From an optimization exercise on the open Yosys and OpenROAD flow, aimed at small area, a short achievable clock period and few clock cycles per item; shortcuts taken in it are not production practice.
Where RTL was checked, it was by simulation tests only, not by an equivalence proof against the original.

==> inputs of 06-04 <==
==> flow/design.v (excerpt) <==
module modular_exponentiation #(
  parameter int WIDTH = 62,
  parameter int R     = 2
) (
  input  wire logic                                 clk,
  input  wire logic                                 rst_n,
  input  wire logic                                 in_tvalid,
  output logic                                      in_tready,
  input  wire logic [mexp_pkg::IN_TDATA_W-1:0]      in_tdata,
  output logic                                      out_tvalid,
  input  wire logic                                 out_tready,
  output logic      [mexp_pkg::OUT_TDATA_W-1:0]     out_tdata
);
make LEC_CHECK=0 CAP_MARGIN=20 CORE_MARGIN=2 CORE_UTILIZATION=40 SETUP_SLACK_MARGIN=5 SLEW_MARGIN=20 finish   # period 10.0 ns
run.sh (not shown) runs the stock make flow with config.mk's settings and CLKGATE_MAP_FILE= SYNTH_SCRIPT=/design/flow/synth_recipe.tcl, a recipe that flattens the netlist after the stock synthesis.
==> inputs of 02-24, as changes to 06-04 <==
--- a/flow/design.v
+++ b/flow/design.v
@@ -152,104 +152,66 @@
   assign grp_b = m_r[N-2];
   logic [PW-1:0] m_pos, m_neg1, m_neg2;
   assign m_pos  = {3'b000, m_r};
   assign m_neg1 = ~{3'b000, m_r};
   assign m_neg2 = ~{2'b00, m_r, 1'b0};
-  localparam int HA = 55 - R;        
-  localparam int HW = 8 + R;
-  function automatic logic [2:0] qsel(input logic [8:0] t, input logic gb);
-    logic [8:0] u;
+  function automatic logic [2:0] qsel(input logic [6:0] st, input logic [6:0] ct,
+                                      input logic y, input logic [3:0] xt, input logic gb);
+    logic [6:0] t;
     logic       qm1, q1, q2;
-    u   = t ^ 9'h100;
-    qm1 = u < 9'd236;
-    q2  = gb ? (u >= 9'd332) : (u >= 9'd308);
-    q1  = !q2 && !qm1 && (u >= 9'd268);
+    t   = st + ct + (y ? {3'b000, xt} : 7'd0);
+    qm1 = (t ^ 7'h40) < 7'd60;
+    q2  = gb ? ((t ^ 7'h40) >= 7'd83) : ((t ^ 7'h40) >= 7'd77);
+    q1  = !q2 && ((t ^ 7'h40) >= 7'd67);
     qsel = {qm1, q1, q2};
   endfunction
-  function automatic logic [8:0] top9(input logic [PW-1:0] v, input int sh);
-    logic [PW-1:0] w;
-    w    = v << sh;
-    top9 = w[64:56];
-  endfunction
   logic [2:0]         q0_r, q0_n;
-  logic [HW-1:0]      h_r, h_n;
-  logic [R*9-1:0]     yt_r, yt_n;
   logic [R:0][PW-1:0] ss;
   logic [R:0][PW-1:0] cs;
   logic [R:0][2:0]    qs;
-  logic [R-1:0]       yk;
-  logic [R:0][PW-1:0] vs;
+  logic [R:0]         yk;
   always_comb begin
     for (int k = 0; k < R; k++) yk[k] = yd_r[R-1-k];
-    for (int k = 0; k <= R; k++) begin
-      vs[k] = qs[k][2] ? m_pos : (qs[k][1] ? m_neg1 : (qs[k][0] ? m_neg2 : '0));
-    end
+    yk[R] = yn_r[R-1];
   end
   assign ss[0] = s_r;
   assign cs[0] = c_r;
   assign qs[0] = q0_r;
-  logic [3:0][PW-1:0] tv;
-  assign tv[0] = '0;
-  assign tv[1] = m_pos;
-  assign tv[2] = m_neg1;
-  assign tv[3] = m_neg2;
-  logic [PW-1:0] s1_last, c1_last;
+  logic [3:0][8:0] tv;
+  assign tv[0] = 9'd0;
+  assign tv[1] = m_pos[63:55];
+  assign tv[2] = m_neg1[63:55];
+  assign tv[3] = m_neg2[63:55];
   for (genvar k = 0; k < R; k++) begin : g_step
-    logic [PW-1:0]   a, b2, yx, s1, c1;
+    logic [PW-1:0]   a, b2, yx, s1, c1, v;
+    logic [11:0]     cq;
     assign a  = {ss[k][PW-2:0], 1'b0};
     assign b2 = {cs[k][PW-2:0], 1'b0};
     assign yx = yk[k] ? xs : '0;
     assign s1 = a ^ b2 ^ yx;
     assign c1 = {((a[PW-2:0] & b2[PW-2:0]) | (a[PW-2:0] & yx[PW-2:0]) | (b2[PW-2:0] & yx[PW-2:0])),
                  qs[k][1] | qs[k][0]};
-    assign ss[k+1] = s1 ^ c1 ^ vs[k];
-    assign cs[k+1] = {((s1[PW-2:0] & c1[PW-2:0]) | (s1[PW-2:0] & vs[k][PW-2:0]) | (c1[PW-2:0] & vs[k][PW-2:0])), 1'b0};
-    if (k == R - 1) begin : g_last
-      assign s1_last = s1;
-      assign c1_last = c1;
-    end
-  end
-  for (genvar k = 1; k <= R; k++) begin : g_q
-    logic [8:0]  base;
-    logic [11:0] cq;
-    always_comb begin
-      base = h_r[8+R-k:R-k] + yt_r[9*(k-1) +: 9];
-      for (int i = 0; i + 1 < k; i++) base = base + top9(vs[i], k - i);
-    end
+    assign v  = qs[k][2] ? m_pos : (qs[k][1] ? m_neg1 : (qs[k][0] ? m_neg2 : '0));
+    assign ss[k+1] = s1 ^ c1 ^ v;
+    assign cs[k+1] = {((s1[PW-2:0] & c1[PW-2:0]) | (s1[PW-2:0] & v[PW-2:0]) | (c1[PW-2:0] & v[PW-2:0])), 1'b0};
     for (genvar j = 0; j < 4; j++) begin : g_cand
-      assign cq[3*j +: 3] = qsel(base + top9(tv[j], 1), grp_b);
-    end
-    assign qs[k] = qs[k-1][2] ? cq[5:3] : (qs[k-1][1] ? cq[8:6] : (qs[k-1][0] ? cq[11:9] : cq[2:0]));
-  end
-  logic [4*HW-1:0] hc;
-  for (genvar j = 0; j < 4; j++) begin : g_h
-    assign hc[HW*j +: HW] = s1_last[HA+HW-1:HA] + c1_last[HA+HW-1:HA] + tv[j][HA+HW-1:HA];
-  end
-  logic [HW-1:0] h_next;
-  assign h_next = qs[R-1][2] ? hc[2*HW-1:HW] : (qs[R-1][1] ? hc[3*HW-1:2*HW] :
-                  (qs[R-1][0] ? hc[4*HW-1:3*HW] : hc[HW-1:0]));
-  logic [R:0]     dn;
-  logic [R*9-1:0] yt_next;
-  always_comb begin
-    for (int i = 0; i < R; i++) dn[i] = yn_r[R-1-i];
-    dn[R] = ynext[R-1];
-    for (int k = 1; k <= R; k++) begin
-      yt_next[9*(k-1) +: 9] = '0;
-      for (int i = 0; i <= k; i++) begin
-        yt_next[9*(k-1) +: 9] = yt_next[9*(k-1) +: 9] + top9(dn[i] ? xs : '0, k - i);
-      end
+      logic [8:0] ns, nc;
+      assign ns = s1[63:55] ^ c1[63:55] ^ tv[j];
+      assign nc = {((s1[62:55] & c1[62:55]) | (s1[62:55] & tv[j][7:0]) | (c1[62:55] & tv[j][7:0])), 1'b0};
+      assign cq[3*j +: 3] = qsel(ns[8:2], nc[8:2], yk[k+1], acc_r[61:58], grp_b);
     end
+    assign qs[k+1] = qs[k][2] ? cq[5:3] : (qs[k][1] ? cq[8:6] : (qs[k][0] ? cq[11:9] : cq[2:0]));
   end
   logic [2:0] qfirst;
-  assign qfirst = qsel(top9(yn_r[R-1] ? xs : '0, 0), grp_b);
+  assign qfirst = qsel(7'd0, 7'd0, yn_r[R-1], acc_r[61:58], grp_b);
   logic [PW-1:0] fs, fc, fsum;
+  mexp_bk_add #(.W(PW)) u_cpa (.a(fs), .b(fc), .s(fsum));
   always_comb begin
     logic [PW-1:0] d;
     d   = neg_r ? m_pos : '0;
     fs  = s_r ^ c_r ^ d;
     fc  = ((s_r & c_r) | (s_r & d) | (c_r & d)) << 1;
-    fsum = fs + fc;
   end
   state_t st_n;
   logic in_ready_n;
   logic out_valid_n;
   logic [1:0] op_n;
@@ -285,12 +247,10 @@
     ng_n = ng_r;
     yd_n = yd_r;
     yn_n = yn_r;
     neg_n = neg_r;
     q0_n = q0_r;
-    h_n = h_r;
-    yt_n = yt_r;
       case (st_r)
       ST_IDLE: begin
         if (in_tvalid) begin
           b_n         = in_tdata[WIDTH-1:0];
           e_n         = in_tdata[FW+WIDTH-1:FW];
@@ -341,20 +301,16 @@
       ST_SETUP2: begin
         yd_n   = yn_r;
         yn_n   = ynext;
         idx_n  = idx_r - 7'(R);
         q0_n   = qfirst;
-        h_n    = '0;
-        yt_n   = yt_next;
         st_n   = ST_STEP;
       end
       ST_STEP: begin
         s_n    = ss[R];
         c_n    = cs[R];
         q0_n   = qs[R];
-        h_n    = h_next;
-        yt_n   = yt_next;
         yd_n   = yn_r;
         yn_n   = ynext;
         idx_n  = idx_r - 7'(R);
         ng_n   = ng_r - 6'd1;
         if (ng_r == 6'd1) st_n  = ST_CPA;
@@ -426,10 +382,39 @@
     ng_r <= ng_n;
     yd_r <= yd_n;
     yn_r <= yn_n;
     neg_r <= neg_n;
     q0_r <= q0_n;
-    h_r <= h_n;
-    yt_r <= yt_n;
+  end
+endmodule
+`default_nettype wire
+`default_nettype none
+module mexp_bk_add #(
+  parameter int W = 65
+) (
+  input  wire logic [W-1:0] a,
+  input  wire logic [W-1:0] b,
+  output logic      [W-1:0] s
+);
+  logic [W-1:0] p0, g, p;
+  always_comb begin
+    p0 = a ^ b;
+    g  = a & b;
+    p  = p0;
+    for (int l = 0; (1 << l) < W; l++) begin
+      for (int i = (2 << l) - 1; i < W; i += (2 << l)) begin
+        g[i] = g[i] | (p[i] & g[i - (1 << l)]);
+        p[i] = p[i] & p[i - (1 << l)];
+      end
+    end
+    for (int l = 6; l >= 0; l--) begin
+      if ((2 << l) < W) begin
+        for (int i = 3 * (1 << l) - 1; i < W; i += (2 << l)) begin
+          g[i] = g[i] | (p[i] & g[i - (1 << l)]);
+          p[i] = p[i] & p[i - (1 << l)];
+        end
+      end
+    end
+    s = p0 ^ {g[W-2:0], 1'b0};
   end
 endmodule
 `default_nettype wire
- TNS_END_PERCENT: unset -> 5
==> inputs of 08-28, as changes to 06-04 <==
--- a/flow/design.v
+++ b/flow/design.v
@@ -91,11 +91,10 @@
   typedef enum logic [3:0] {
     ST_IDLE  = 4'd0,
     ST_CHECK = 4'd1,
     ST_NORM  = 4'd2,
     ST_SETUP = 4'd3,
-    ST_SETUP2 = 4'd9,
     ST_STEP  = 4'd4,
     ST_CPA   = 4'd5,
     ST_FIX   = 4'd6,
     ST_SHR   = 4'd7,
     ST_EMIT  = 4'd8
@@ -117,11 +116,10 @@
   logic [5:0]        sh_r;           
   logic [5:0]        ecnt_r;         
   logic [6:0]        idx_r;          
   logic [5:0]        ng_r;           
   logic [R-1:0]      yd_r;           
-  logic [R-1:0]      yn_r;           
   logic              neg_r;
   assign in_tready  = in_ready_r;
   assign out_tvalid = out_valid_r;
   assign out_tdata  = {2'b00, acc_r};
   logic [N-1:0]      yv;
@@ -152,97 +150,59 @@
   assign grp_b = m_r[N-2];
   logic [PW-1:0] m_pos, m_neg1, m_neg2;
   assign m_pos  = {3'b000, m_r};
   assign m_neg1 = ~{3'b000, m_r};
   assign m_neg2 = ~{2'b00, m_r, 1'b0};
-  localparam int HA = 55 - R;        
-  localparam int HW = 8 + R;
-  function automatic logic [2:0] qsel(input logic [8:0] t, input logic gb);
-    logic [8:0] u;
+  function automatic logic [2:0] qsel(input logic [6:0] st, input logic [6:0] ct,
+                                      input logic y, input logic [3:0] xt, input logic gb);
+    logic [6:0] t;
     logic       qm1, q1, q2;
-    u   = t ^ 9'h100;
-    qm1 = u < 9'd236;
-    q2  = gb ? (u >= 9'd332) : (u >= 9'd308);
-    q1  = !q2 && !qm1 && (u >= 9'd268);
+    t   = st + ct + (y ? {3'b000, xt} : 7'd0);
+    qm1 = (t ^ 7'h40) < 7'd60;
+    q2  = gb ? ((t ^ 7'h40) >= 7'd83) : ((t ^ 7'h40) >= 7'd77);
+    q1  = !q2 && ((t ^ 7'h40) >= 7'd67);
     qsel = {qm1, q1, q2};
   endfunction
-  function automatic logic [8:0] top9(input logic [PW-1:0] v, input int sh);
-    logic [PW-1:0] w;
-    w    = v << sh;
-    top9 = w[64:56];
-  endfunction
   logic [2:0]         q0_r, q0_n;
-  logic [HW-1:0]      h_r, h_n;
-  logic [R*9-1:0]     yt_r, yt_n;
   logic [R:0][PW-1:0] ss;
   logic [R:0][PW-1:0] cs;
   logic [R:0][2:0]    qs;
-  logic [R-1:0]       yk;
-  logic [R:0][PW-1:0] vs;
+  logic [R:0]         yk;
   always_comb begin
     for (int k = 0; k < R; k++) yk[k] = yd_r[R-1-k];
-    for (int k = 0; k <= R; k++) begin
-      vs[k] = qs[k][2] ? m_pos : (qs[k][1] ? m_neg1 : (qs[k][0] ? m_neg2 : '0));
-    end
+    yk[R] = ynext[R-1];
   end
   assign ss[0] = s_r;
   assign cs[0] = c_r;
   assign qs[0] = q0_r;
-  logic [3:0][PW-1:0] tv;
-  assign tv[0] = '0;
-  assign tv[1] = m_pos;
-  assign tv[2] = m_neg1;
-  assign tv[3] = m_neg2;
-  logic [PW-1:0] s1_last, c1_last;
+  logic [3:0][8:0] tv;
+  assign tv[0] = 9'd0;
+  assign tv[1] = m_pos[63:55];
+  assign tv[2] = m_neg1[63:55];
+  assign tv[3] = m_neg2[63:55];
   for (genvar k = 0; k < R; k++) begin : g_step
-    logic [PW-1:0]   a, b2, yx, s1, c1;
+    logic [PW-1:0]   a, b2, yx, s1, c1, v;
+    logic [11:0]     cq;
     assign a  = {ss[k][PW-2:0], 1'b0};
     assign b2 = {cs[k][PW-2:0], 1'b0};
     assign yx = yk[k] ? xs : '0;
     assign s1 = a ^ b2 ^ yx;
     assign c1 = {((a[PW-2:0] & b2[PW-2:0]) | (a[PW-2:0] & yx[PW-2:0]) | (b2[PW-2:0] & yx[PW-2:0])),
                  qs[k][1] | qs[k][0]};
-    assign ss[k+1] = s1 ^ c1 ^ vs[k];
-    assign cs[k+1] = {((s1[PW-2:0] & c1[PW-2:0]) | (s1[PW-2:0] & vs[k][PW-2:0]) | (c1[PW-2:0] & vs[k][PW-2:0])), 1'b0};
-    if (k == R - 1) begin : g_last
-      assign s1_last = s1;
-      assign c1_last = c1;
-    end
-  end
-  for (genvar k = 1; k <= R; k++) begin : g_q
-    logic [8:0]  base;
-    logic [11:0] cq;
-    always_comb begin
-      base = h_r[8+R-k:R-k] + yt_r[9*(k-1) +: 9];
-      for (int i = 0; i + 1 < k; i++) base = base + top9(vs[i], k - i);
-    end
+    assign v  = qs[k][2] ? m_pos : (qs[k][1] ? m_neg1 : (qs[k][0] ? m_neg2 : '0));
+    assign ss[k+1] = s1 ^ c1 ^ v;
+    assign cs[k+1] = {((s1[PW-2:0] & c1[PW-2:0]) | (s1[PW-2:0] & v[PW-2:0]) | (c1[PW-2:0] & v[PW-2:0])), 1'b0};
     for (genvar j = 0; j < 4; j++) begin : g_cand
-      assign cq[3*j +: 3] = qsel(base + top9(tv[j], 1), grp_b);
-    end
-    assign qs[k] = qs[k-1][2] ? cq[5:3] : (qs[k-1][1] ? cq[8:6] : (qs[k-1][0] ? cq[11:9] : cq[2:0]));
-  end
-  logic [4*HW-1:0] hc;
-  for (genvar j = 0; j < 4; j++) begin : g_h
-    assign hc[HW*j +: HW] = s1_last[HA+HW-1:HA] + c1_last[HA+HW-1:HA] + tv[j][HA+HW-1:HA];
-  end
-  logic [HW-1:0] h_next;
-  assign h_next = qs[R-1][2] ? hc[2*HW-1:HW] : (qs[R-1][1] ? hc[3*HW-1:2*HW] :
-                  (qs[R-1][0] ? hc[4*HW-1:3*HW] : hc[HW-1:0]));
-  logic [R:0]     dn;
-  logic [R*9-1:0] yt_next;
-  always_comb begin
-    for (int i = 0; i < R; i++) dn[i] = yn_r[R-1-i];
-    dn[R] = ynext[R-1];
-    for (int k = 1; k <= R; k++) begin
-      yt_next[9*(k-1) +: 9] = '0;
-      for (int i = 0; i <= k; i++) begin
-        yt_next[9*(k-1) +: 9] = yt_next[9*(k-1) +: 9] + top9(dn[i] ? xs : '0, k - i);
-      end
+      logic [8:0] ns, nc;
+      assign ns = s1[63:55] ^ c1[63:55] ^ tv[j];
+      assign nc = {((s1[62:55] & c1[62:55]) | (s1[62:55] & tv[j][7:0]) | (c1[62:55] & tv[j][7:0])), 1'b0};
+      assign cq[3*j +: 3] = qsel(ns[8:2], nc[8:2], yk[k+1], acc_r[61:58], grp_b);
     end
+    assign qs[k+1] = qs[k][2] ? cq[5:3] : (qs[k][1] ? cq[8:6] : (qs[k][0] ? cq[11:9] : cq[2:0]));
   end
   logic [2:0] qfirst;
-  assign qfirst = qsel(top9(yn_r[R-1] ? xs : '0, 0), grp_b);
+  assign qfirst = qsel(7'd0, 7'd0, ynext[R-1], acc_r[61:58], grp_b);
   logic [PW-1:0] fs, fc, fsum;
   always_comb begin
     logic [PW-1:0] d;
     d   = neg_r ? m_pos : '0;
     fs  = s_r ^ c_r ^ d;
@@ -263,11 +223,10 @@
   logic [5:0] sh_n;
   logic [5:0] ecnt_n;
   logic [6:0] idx_n;
   logic [5:0] ng_n;
   logic [R-1:0] yd_n;
-  logic [R-1:0] yn_n;
   logic neg_n;
   always_comb begin
     st_n = st_r;
     in_ready_n = in_ready_r;
     out_valid_n = out_valid_r;
@@ -282,15 +241,12 @@
     sh_n = sh_r;
     ecnt_n = ecnt_r;
     idx_n = idx_r;
     ng_n = ng_r;
     yd_n = yd_r;
-    yn_n = yn_r;
     neg_n = neg_r;
     q0_n = q0_r;
-    h_n = h_r;
-    yt_n = yt_r;
       case (st_r)
       ST_IDLE: begin
         if (in_tvalid) begin
           b_n         = in_tdata[WIDTH-1:0];
           e_n         = in_tdata[FW+WIDTH-1:FW];
@@ -329,34 +285,23 @@
           st_n  = ST_SETUP;
         end
       end
       ST_SETUP: begin
         idx_n  = itop - 7'(R);
-        yn_n   = ynext;
+        yd_n   = ynext;
+        q0_n   = qfirst;
         ng_n   = ngrp;
         s_n    = '0;
         c_n    = '0;
         neg_n  = 1'b0;
-        st_n   = ST_SETUP2;
-      end
-      ST_SETUP2: begin
-        yd_n   = yn_r;
-        yn_n   = ynext;
-        idx_n  = idx_r - 7'(R);
-        q0_n   = qfirst;
-        h_n    = '0;
-        yt_n   = yt_next;
         st_n   = ST_STEP;
       end
       ST_STEP: begin
         s_n    = ss[R];
         c_n    = cs[R];
         q0_n   = qs[R];
-        h_n    = h_next;
-        yt_n   = yt_next;
-        yd_n   = yn_r;
-        yn_n   = ynext;
+        yd_n   = ynext;
         idx_n  = idx_r - 7'(R);
         ng_n   = ng_r - 6'd1;
         if (ng_r == 6'd1) st_n  = ST_CPA;
       end
       ST_CPA, ST_FIX: begin
@@ -423,13 +368,10 @@
     sh_r <= sh_n;
     ecnt_r <= ecnt_n;
     idx_r <= idx_n;
     ng_r <= ng_n;
     yd_r <= yd_n;
-    yn_r <= yn_n;
     neg_r <= neg_n;
     q0_r <= q0_n;
-    h_r <= h_n;
-    yt_r <= yt_n;
   end
 endmodule
 `default_nettype wire
- SETUP_SLACK_MARGIN: 5 -> unset
==> qor summary <==
quantity	02-24	08-28	06-04
Fraction of synthesized area in multiplexers	0.0534	0.0662	0.0442
Row count	111	114	116
Shortest period the worst path allows	5770 ps	8100 ps	5450 ps
End point of the worst hold path	yd_r[0]$_DFFE_PN_	out_valid_r$_SDFFE_PN0P_	in_ready_r$_SDFFE_PN1P_
Maximum fanout along the worst path	7	25	6
Final standard cell area without fillers	44500 µm²	44300 µm²	51300 µm²
Number of well-tap cells placed	1243	1276	1298
Rel. slew slack	0.256	0.258	0.167
Unrepaired setup endpoints after global routing	yes	no	yes
Signal inverters	401	395	374
Adder-Cell Fraction of Synth Area	0.274	0.248	0.226
Run status	complete, no violations	complete, no violations	complete, no violations
Req. time, crit path	10410 ps	10380 ps	10460 ps
Number of combinational gates with multiple inputs	2464	2742	3010
R2R setup slack	4230 ps	1900 ps	4550 ps
First-pass GRT wire length	183000 µm	196000 µm	215000 µm
Area fraction of clock buffers and clock inverters	0.0409	0.0416	0.0351
Initial standard-cell utilization of the core	0.404	0.402	0.404
Non-Clock Buffer Area Fraction	0.0850	0.0705	0.108
Testbench counts of 02-24, summed over its fixed seeds: cycles 601,749, items 192.
The RTL of 06-04 and 08-28 was laid out without a check of its function.

[afterwards: timing with drivers on the ports]
How much do the figures lean on ideal ports? The routed layouts below were timed once more, with nothing changed but the port constraints.
Step 1: set_driving_cell puts a clkbuf_16 on clk and a buf_2 on each other input, an assumption about the parent block.
Step 2 adds t to the input delays and takes it off the output delays; t is the mean of the earliest and latest rising clock arrival at the registers after step 1. Input paths then give back, and output paths get back, about the clock's delay inside the block.
Three values: no drivers, after step 1, after step 2; two values: the first two.
run | shift t [ns] | setup slack, ns | cell pins on the clock port's net
06-04 | 0.713 | 4.551 / 4.551 / 4.551 | 1
02-24 | 0.702 | 4.234 / 4.234 / 4.234 | 1
08-28 | 0.694 | 1.897 / 1.897 / 1.897 | 1
After both steps every run listed still meets setup and hold.
